From an optimization exercise on the open Yosys and OpenROAD flow, aimed at small area, a short achievable clock period and few clock cycles per item; shortcuts taken in it are not production practice. The RTL was checked by simulation tests, not by an equivalence proof against the original design. The clock input has no modelled driver; a real chip could not lean on it and would need a root buffer or a full tree. Power and IR drop assume default switching activity.

==> flow/design.v (excerpt) <==
module serpent_round_ctrl
#(
    parameter int NUM_ROUNDS = 32,
    parameter int KIDX_W     = 6
) (
    input  logic                     clk,
    input  logic                     rst,
    input  logic                     in_valid,
    output logic                     in_ready,
    input  logic [SERPENT_BLK_W-1:0] in_data,
    output logic [KIDX_W-1:0]        key_idx,
    input  logic [SERPENT_BLK_W-1:0] key_in,
    output logic                     out_valid,
    input  logic                     out_ready,
    output logic [SERPENT_BLK_W-1:0] out_data
);
Size: about 2,700 cells after synthesis, ~330 flip-flops, about 0.033 mm² of cells after synthesis.
Settings: LEC_CHECK=0, CAP_MARGIN=20, CORE_MARGIN=2, CORE_UTILIZATION=40, SETUP_SLACK_MARGIN=3.4, SLEW_MARGIN=20; clock period 6.0 ns.
standard.sh (not shown) runs the stock make flow with config.mk's settings and CLKGATE_MAP_FILE= SYNTH_SCRIPT=/design/flow/synth_recipe.tcl, a recipe that flattens the netlist after the stock synthesis.
==> flow/flow/run.sh <==
#!/bin/bash
# Own layout flow: the standard ORFS flow (standard.sh) with three changes to how the
# layout is built:
#  - the port buffers are plain buffers (buf_1, sized up later by repair where timing needs it)
#    rather than the delay buffers buffer_ports picks on its own;
#  - timing repair may resize cells across footprints;
#  - the clock tree is built by flow/manual_cts.tcl (two buffer levels: 4 root buffers on the
#    clock port, leaf buffers of at most 16 flip-flops) in place of TritonCTS's three levels.
# Each tool's full output goes to standard.log in the work folder.
set -uo pipefail
here=$(pwd)
export BUFFER_PORTS_ARGS="-buffer_cell sky130_fd_sc_hd__buf_1"
export MATCH_CELL_FOOTPRINT=0
export PRE_CTS_TCL="$here/flow/manual_cts.tcl"
export MANUAL_CTS_ROOTS=4
export MANUAL_CTS_LEAF_SIZE=16
bash standard.sh "BUFFER_PORTS_ARGS=$BUFFER_PORTS_ARGS" MATCH_CELL_FOOTPRINT=0 \
  "PRE_CTS_TCL=$PRE_CTS_TCL" MANUAL_CTS_ROOTS=4 MANUAL_CTS_LEAF_SIZE=16 finish > standard.log 2>&1
status=$?
tail -5 standard.log
exit $status
==> flow/flow/manual_cts.tcl <==
# Sourced before CTS (PRE_CTS_TCL). Replaces TritonCTS with a two-level clock tree: the clock
# port drives a few root buffers, each root drives the leaf buffers of its part of the die, and
# each leaf drives one cluster of nearby flip-flops. Every flip-flop sees the same two buffers, so the tree adds no
# intended skew; it only has one buffer level fewer than TritonCTS builds here.
proc manual_cts_build {args} {
  set leaf_size 24
  if {[info exists ::env(MANUAL_CTS_LEAF_SIZE)]} { set leaf_size $::env(MANUAL_CTS_LEAF_SIZE) }
  set buf_cell sky130_fd_sc_hd__clkbuf_16
  set block [ord::get_db_block]
  set db [ord::get_db]
  set master [$db findMaster $buf_cell]
  set clk_net [$block findNet clk]
  # Sinks: every instance terminal on clk except the port.
  set sinks {}
  foreach it [$clk_net getITerms] {
    if {[$it isInputSignal]} { lappend sinks $it }
  }
  set n [llength $sinks]
  # A quarter more clusters than strictly needed, so that no flip-flop is pushed into a far
  # cluster because the near ones are full.
  set k [expr {max(1, int(ceil(1.25 * $n / $leaf_size)))}]
  # Sink locations.
  set xs {}; set ys {}
  foreach it $sinks {
    set bb [[$it getInst] getBBox]
    lappend xs [expr {([$bb xMin] + [$bb xMax]) / 2}]
    lappend ys [expr {([$bb yMin] + [$bb yMax]) / 2}]
  }
  # Balanced k-means: seeds from sinks sorted by x then y; assignment capped at leaf_size.
  set order [lsort -integer -indices $xs]
  set cx {}; set cy {}
  for {set c 0} {$c < $k} {incr c} {
    set i [lindex $order [expr {int(($c + 0.5) * $n / $k)}]]
    lappend cx [lindex $xs $i]; lappend cy [lindex $ys $i]
  }
  for {set iter 0} {$iter < 30} {incr iter} {
    # All (distance, sink, cluster) pairs, greedily assigned with a size cap.
    set pairs {}
    for {set i 0} {$i < $n} {incr i} {
      for {set c 0} {$c < $k} {incr c} {
        set d [expr {abs([lindex $xs $i] - [lindex $cx $c]) + abs([lindex $ys $i] - [lindex $cy $c])}]
        lappend pairs [list $d $i $c]
      }
    }
    set pairs [lsort -integer -index 0 $pairs]
    set assign [lrepeat $n -1]
    set cnt [lrepeat $k 0]
    set left $n
    foreach p $pairs {
      lassign $p d i c
      if {[lindex $assign $i] >= 0} continue
      if {[lindex $cnt $c] >= $leaf_size} continue
      lset assign $i $c
      lset cnt $c [expr {[lindex $cnt $c] + 1}]
      incr left -1
      if {$left == 0} break
    }
    set sx [lrepeat $k 0]; set sy [lrepeat $k 0]
    for {set i 0} {$i < $n} {incr i} {
      set c [lindex $assign $i]
      lset sx $c [expr {[lindex $sx $c] + [lindex $xs $i]}]
      lset sy $c [expr {[lindex $sy $c] + [lindex $ys $i]}]
    }
    for {set c 0} {$c < $k} {incr c} {
      if {[lindex $cnt $c] > 0} {
        lset cx $c [expr {[lindex $sx $c] / [lindex $cnt $c]}]
        lset cy $c [expr {[lindex $sy $c] / [lindex $cnt $c]}]
      }
    }
  }
  # Root buffers: the leaf buffers are split into n_roots groups by position (k-means on x then
  # y), and each group's root buffer sits at the group's centre, fed by the clock port.
  set n_roots 2
  if {[info exists ::env(MANUAL_CTS_ROOTS)]} { set n_roots $::env(MANUAL_CTS_ROOTS) }
  set n_roots [expr {min($n_roots, $k)}]
  set lorder [lsort -integer -indices $cx]
  set rx {}; set ry {}
  for {set r 0} {$r < $n_roots} {incr r} {
    set c [lindex $lorder [expr {int(($r + 0.5) * $k / $n_roots)}]]
    lappend rx [lindex $cx $c]; lappend ry [lindex $cy $c]
  }
  set lroot [lrepeat $k 0]
  for {set iter 0} {$iter < 20} {incr iter} {
    for {set c 0} {$c < $k} {incr c} {
      set best 0; set bd 1e18
      for {set r 0} {$r < $n_roots} {incr r} {
        set d [expr {abs([lindex $cx $c] - [lindex $rx $r]) + abs([lindex $cy $c] - [lindex $ry $r])}]
        if {$d < $bd} { set bd $d; set best $r }
      }
      lset lroot $c $best
    }
    for {set r 0} {$r < $n_roots} {incr r} {
      set sx 0; set sy 0; set m 0
      for {set c 0} {$c < $k} {incr c} {
        if {[lindex $lroot $c] == $r} { set sx [expr {$sx + [lindex $cx $c]}]; set sy [expr {$sy + [lindex $cy $c]}]; incr m }
      }
      if {$m > 0} { lset rx $r [expr {$sx / $m}]; lset ry $r [expr {$sy / $m}] }
    }
  }
  $clk_net setSigType CLOCK
  set root_nets {}
  for {set r 0} {$r < $n_roots} {incr r} {
    set root [odb::dbInst_create $block $master clkbuf_root_$r]
    $root setLocation [expr {int([lindex $rx $r])}] [expr {int([lindex $ry $r])}]
    $root setPlacementStatus PLACED
    set rnet [odb::dbNet_create $block clknet_root_$r]
    $rnet setSigType CLOCK
    [$root findITerm A] connect $clk_net
    [$root findITerm X] connect $rnet
    lappend root_nets $rnet
  }
  set leaves {}
  for {set c 0} {$c < $k} {incr c} {
    set leaf [odb::dbInst_create $block $master clkbuf_leaf_$c]
    $leaf setLocation [expr {int([lindex $cx $c])}] [expr {int([lindex $cy $c])}]
    $leaf setPlacementStatus PLACED
    set lnet [odb::dbNet_create $block clknet_leaf_$c]
    $lnet setSigType CLOCK
    [$leaf findITerm A] connect [lindex $root_nets [lindex $lroot $c]]
    [$leaf findITerm X] connect $lnet
    lappend leaves $lnet
  }
  for {set i 0} {$i < $n} {incr i} {
    set it [lindex $sinks $i]
    $it disconnect
    $it connect [lindex $leaves [lindex $assign $i]]
  }
  puts "manual CTS: $n sinks, $k leaf buffers of at most $leaf_size sinks, $n_roots root buffers"
  set_propagated_clock [all_clocks]
}
rename clock_tree_synthesis tritoncts_clock_tree_synthesis
proc clock_tree_synthesis {args} { manual_cts_build }
The first run completed with no timing, DRC or antenna violations.
Testbench counts at the start, summed over its fixed seeds: cycles 12,864, blocks 384.
Change:
--- a/flow/flow/manual_cts.tcl
+++ b/flow/flow/manual_cts.tcl
@@ -19,3 +19 @@
-  # A quarter more clusters than strictly needed, so that no flip-flop is pushed into a far
-  # cluster because the near ones are full.
-  set k [expr {max(1, int(ceil(1.25 * $n / $leaf_size)))}]
+  set k [expr {max(1, int(ceil(double($n) / $leaf_size)))}]
Settings changed: SETUP_SLACK_MARGIN 3.4 to 3.7.
Result: The new run finished clean; cell count climbs by a few percent; clock skew went up by 0.011 ns; global-route usage rose by 0.84 points; utilization rose by 2.1 points; area after synthesis does not change.
Change:
--- a/flow/flow/manual_cts.tcl
+++ b/flow/flow/manual_cts.tcl
@@ -19 +19,3 @@
-  set k [expr {max(1, int(ceil(double($n) / $leaf_size)))}]
+  # A quarter more clusters than strictly needed, so that no flip-flop is pushed into a far
+  # cluster because the near ones are full.
+  set k [expr {max(1, int(ceil(1.25 * $n / $leaf_size)))}]
Settings changed: SETUP_SLACK_MARGIN 3.7 to 3.8, TNS_END_PERCENT set to 5.
Effect:
- The changed run completed without violations
- setup slack got worse by 0.040 ns
- routed wire length is lower by 2.3%
- via count is lower by about 0.9%
- combinational power is lower by about 2%
- utilization is lower by 0.66 points
- cell area is lower by 1.4%
- die area stays the same
- sequential share of layout area stays flat
- total power is lower by 0.63%
- hold slack got worse by 0.019 ns
Change:
Settings changed: SETUP_SLACK_MARGIN 3.8 to 3.85, TNS_END_PERCENT 5 to not set.
The new run completed with no timing, DRC or antenna violations. Utilization goes up by 3.5 points. Total power goes up by 8.2%. First-iteration DRC count goes up by 11%. Via count goes up by 7.6%. Setup slack is worse by 0.034 ns.
No run of this note takes its clock network from TritonCTS; it comes from the design's own scripts or RTL.

---

## alpha
serpent_round_ctrl, a different RTL version from the one above (not shown whole).
For scale: roughly 2,800 cells after synthesis, ~330 flip-flops, roughly 32,000 µm² of cells after synthesis.
export LEC_CHECK = 0
export CAP_MARGIN = 20
export CORE_MARGIN = 2
export CORE_UTILIZATION = 45
export CTS_CLUSTER_DIAMETER = 100
export CTS_CLUSTER_SIZE = 20
export PLACE_DENSITY = 0.7
export SETUP_SLACK_MARGIN = 3.6
export SLEW_MARGIN = 20
create_clock -name core_clock -period 6.0 [get_ports {clk}]
==> flow/flow/run.sh <==
#!/bin/bash
# Own layout flow: the standard ORFS flow (standard.sh), with two changes to how cells are
# chosen: the port buffers are plain buffers (buf_1) rather than the delay buffers buffer_ports
# picks on its own, and timing repair may resize cells across footprints.
# Each tool's full output goes to standard.log in the work folder.
set -uo pipefail
export BUFFER_PORTS_ARGS="-buffer_cell sky130_fd_sc_hd__buf_1"
export MATCH_CELL_FOOTPRINT=0
bash standard.sh "BUFFER_PORTS_ARGS=$BUFFER_PORTS_ARGS" MATCH_CELL_FOOTPRINT=0 finish > standard.log 2>&1
status=$?
tail -5 standard.log
exit $status
Testbench counts of alpha, summed over its fixed seeds: cycles 12,864, blocks 384.
Relative to alpha, the following input files were edited for beta:
# alpha
export LEC_CHECK = 0
export CAP_MARGIN = 20
export CORE_MARGIN = 2
export CORE_UTILIZATION = 45
export CTS_CLUSTER_DIAMETER = 100
export CTS_CLUSTER_SIZE = 20
export PLACE_DENSITY = 0.7
export SETUP_SLACK_MARGIN = 3.6
export SLEW_MARGIN = 20
create_clock -name core_clock -period 6.0 [get_ports {clk}]
# beta
export LEC_CHECK = 0
export CAP_MARGIN = 20
export CORE_MARGIN = 2
export CORE_UTILIZATION = 40
export CTS_CLUSTER_DIAMETER = 120
export CTS_CLUSTER_SIZE = 25
export SETUP_SLACK_MARGIN = 3.45
export SLEW_MARGIN = 20
create_clock -name core_clock -period 6.0 [get_ports {clk}]
Results
Delta (beta minus alpha): fraction of power spent switching nets went up 0.94 points; number of vias after detailed routing held; hold violation count in the final report held; antenna violation net count after detailed routing held; number of buffers outside the clock class in the layout went down 33. Compared with alpha, beta instantiates a larger number of cells. The area fraction of clock buffers and clock inverters number comes out higher for alpha vs beta. Diff alpha..beta | total of flip-flops plus latches after synthesis | unchanged. Of alpha and beta, the run reporting the higher share of the cycle needed by the critical path after routing was alpha. Re ratio of routed vias to standard cells: alpha was higher than beta.
Edits applied to the flow inputs when going from beta to gamma:
# beta
export LEC_CHECK = 0
export CAP_MARGIN = 20
export CORE_MARGIN = 2
export CORE_UTILIZATION = 40
export CTS_CLUSTER_DIAMETER = 120
export CTS_CLUSTER_SIZE = 25
export SETUP_SLACK_MARGIN = 3.45
export SLEW_MARGIN = 20
create_clock -name core_clock -period 6.0 [get_ports {clk}]
# gamma
export LEC_CHECK = 0
export CAP_MARGIN = 20
export CORE_MARGIN = 2
export CORE_UTILIZATION = 35
export SETUP_SLACK_MARGIN = 3.6
export SLEW_MARGIN = 20
create_clock -name core_clock -period 6.0 [get_ports {clk}]
==> run notes <==
Final critical-path share of the clock period in gamma is 1.3 points lower than in beta. Compared with beta, gamma shows a overall routing resource usage that is 5.6 points lower. Run comparison: beta slowest cell on the critical path o211ai_1; gamma slowest cell on the critical path edfxtp_1. Comparing beta and gamma, the higher die area is on gamma. Number of buffers and inverters on the critical path (higher): gamma. From beta to gamma the numbers moved as follows: detailed placer's ending HPWL lost about 1.4%, total number of H-tree levels picked up an extra 1.
### gamma -> delta
# gamma
export LEC_CHECK = 0
export CAP_MARGIN = 20
export CORE_MARGIN = 2
export CORE_UTILIZATION = 35
export SETUP_SLACK_MARGIN = 3.6
export SLEW_MARGIN = 20
create_clock -name core_clock -period 6.0 [get_ports {clk}]
# delta
export LEC_CHECK = 0
export CAP_MARGIN = 20
export CORE_MARGIN = 2
export CORE_UTILIZATION = 40
export CTS_CLUSTER_DIAMETER = 100
export CTS_CLUSTER_SIZE = 20
export SETUP_SLACK_MARGIN = 3.75
export SLEW_MARGIN = 20
create_clock -name core_clock -period 6.0 [get_ports {clk}]
### Flow results
As of delta, die area had fallen by more than 10% compared to gamma. Of delta and gamma, it is delta that has the lower post-route minimum period. delta: average wire length per cell after detail routing about 4.6% above gamma. delta completed; timing, DRC and antenna clean.

---

serpent_round_ctrl with an RTL version that a note above also has.
Size: roughly 2700 cells after synthesis, ~330 flip-flops, ~0.033 mm^2 of cells after synthesis.
clock: 6.0 ns
lec_check: 0
cap_margin: 20
core_margin: 2
core_utilization: 40
setup_slack_margin: 3.55
slew_margin: 20
==> flow/flow/run.sh <==
#!/bin/bash
# Own layout flow: the standard ORFS flow (standard.sh) with three changes to how the
# layout is built:
#  - the port buffers are plain buffers (buf_1, sized up later by repair where timing needs it)
#    rather than the delay buffers buffer_ports picks on its own;
#  - timing repair may resize cells across footprints;
#  - the clock tree is built by flow/manual_cts.tcl (two buffer levels: 4 root buffers on the
#    clock port, leaf buffers of at most 16 flip-flops) in place of TritonCTS's three levels.
# Each tool's full output goes to standard.log in the work folder.
set -uo pipefail
here=$(pwd)
export BUFFER_PORTS_ARGS="-buffer_cell sky130_fd_sc_hd__buf_1"
export MATCH_CELL_FOOTPRINT=0
export PRE_CTS_TCL="$here/flow/manual_cts.tcl"
export MANUAL_CTS_ROOTS=4
export MANUAL_CTS_LEAF_SIZE=16
bash standard.sh "BUFFER_PORTS_ARGS=$BUFFER_PORTS_ARGS" MATCH_CELL_FOOTPRINT=0 \
  "PRE_CTS_TCL=$PRE_CTS_TCL" MANUAL_CTS_ROOTS=4 MANUAL_CTS_LEAF_SIZE=16 finish > standard.log 2>&1
status=$?
tail -5 standard.log
exit $status
Other scripts of this flow, unchanged in this note and not shown: flow/flow/manual_cts.tcl
The starting point passed the timing, design-rule and antenna checks.
Testbench counts at the start, summed over its fixed seeds: cycles 12,864, blocks 384.
Then changed:
Settings changed: CORE_UTILIZATION 40 to 45, SETUP_SLACK_MARGIN 3.55 to 3.7.
Outcome: Via count came out higher by 2.8%; first-iteration DRC count came out higher by 14%; die area came out lower by about 11%; cell area came out higher by about 4%.
Then changed:
Settings changed: CORE_UTILIZATION 45 to 40, TNS_END_PERCENT from default to 30.
The new run completed with no timing, DRC or antenna violations; routed wire length came out lower slightly; worst setup slack is worse by 0.056 ns; total power fell by a few percent; sequential share of layout area hardly moves; critical path depth stays the same.
Then changed:
Settings changed: TNS_END_PERCENT 30 to default.
Effect: Die area stays the same; utilization came out higher by 0.69 points; final area went up by 1.5%; register-to-register slack gains 0.16 ns; area after synthesis stays the same; clock power hardly moves; worst setup slack gains 0.16 ns; sequential power hardly moves; routed wire length is higher by 1.5%; total power came out higher by 2.0%.
No run of this note takes its clock network from TritonCTS; it comes from the design's own scripts or RTL.

## separate check: timing with driven ports
How much do the figures lean on ideal ports? The routed layouts below were timed once more, with nothing changed but the port constraints.
Step 1 sets driving cells, clkbuf_16 on the clock port and buf_2 on the other inputs (assumed; they add their load-dependent delay and slew).
Step 2, shift: input delay + t, output delay - t, t = (earliest + latest rising clock arrival at the registers) / 2. This alone moves slack from input paths to output paths.
Slacks: ideal / step 1 / step 2; pairs: ideal / step 1.
| run | t (ns) | setup slack, ns | hold slack, ns |
|---|---|---|---|
| the first run of note 1 | 0.510 | 3.371 / 3.248 / 3.072 | 0.486 / 0.486 / 0.486 |
| the second run of note 1 | 0.492 | 3.637 / 3.542 / 3.372 | 0.507 / 0.507 / 0.507 |
| the third run of note 1 | 0.497 | 3.598 / 3.484 / 3.306 | 0.488 / 0.488 / 0.488 |
| the fourth run of note 1 | 0.511 | 3.564 / 3.564 / 3.454 | 0.493 / 0.493 / 0.493 |
| alpha | 0.651 | 3.264 / 3.264 / 3.056 | 0.492 / 0.492 / 0.492 |
| beta | 0.653 | 3.320 / 3.320 / 3.013 | 0.484 / 0.484 / 0.484 |
| gamma | 0.660 | 3.399 / 3.328 / 3.015 | 0.478 / 0.478 / 0.478 |
| delta | 0.646 | 3.405 / 3.339 / 3.226 | 0.482 / 0.482 / 0.482 |
| the first run of note 3 | 0.516 | 3.524 / 3.420 / 3.137 | 0.504 / 0.504 / 0.504 |
| the second run of note 3 | 0.515 | 3.557 / 3.549 / 3.328 | 0.482 / 0.482 / 0.482 |
| the third run of note 3 | 0.504 | 3.501 / 3.353 / 3.275 | 0.492 / 0.492 / 0.492 |
| the fourth run of note 3 | 0.518 | 3.659 / 3.537 / 3.319 | 0.506 / 0.506 / 0.506 |
After both steps every run listed still meets setup and hold. The setup slack of the first run of note 3, which loses most, moves by -0.104 ns with the drivers and by -0.387 ns with both steps.
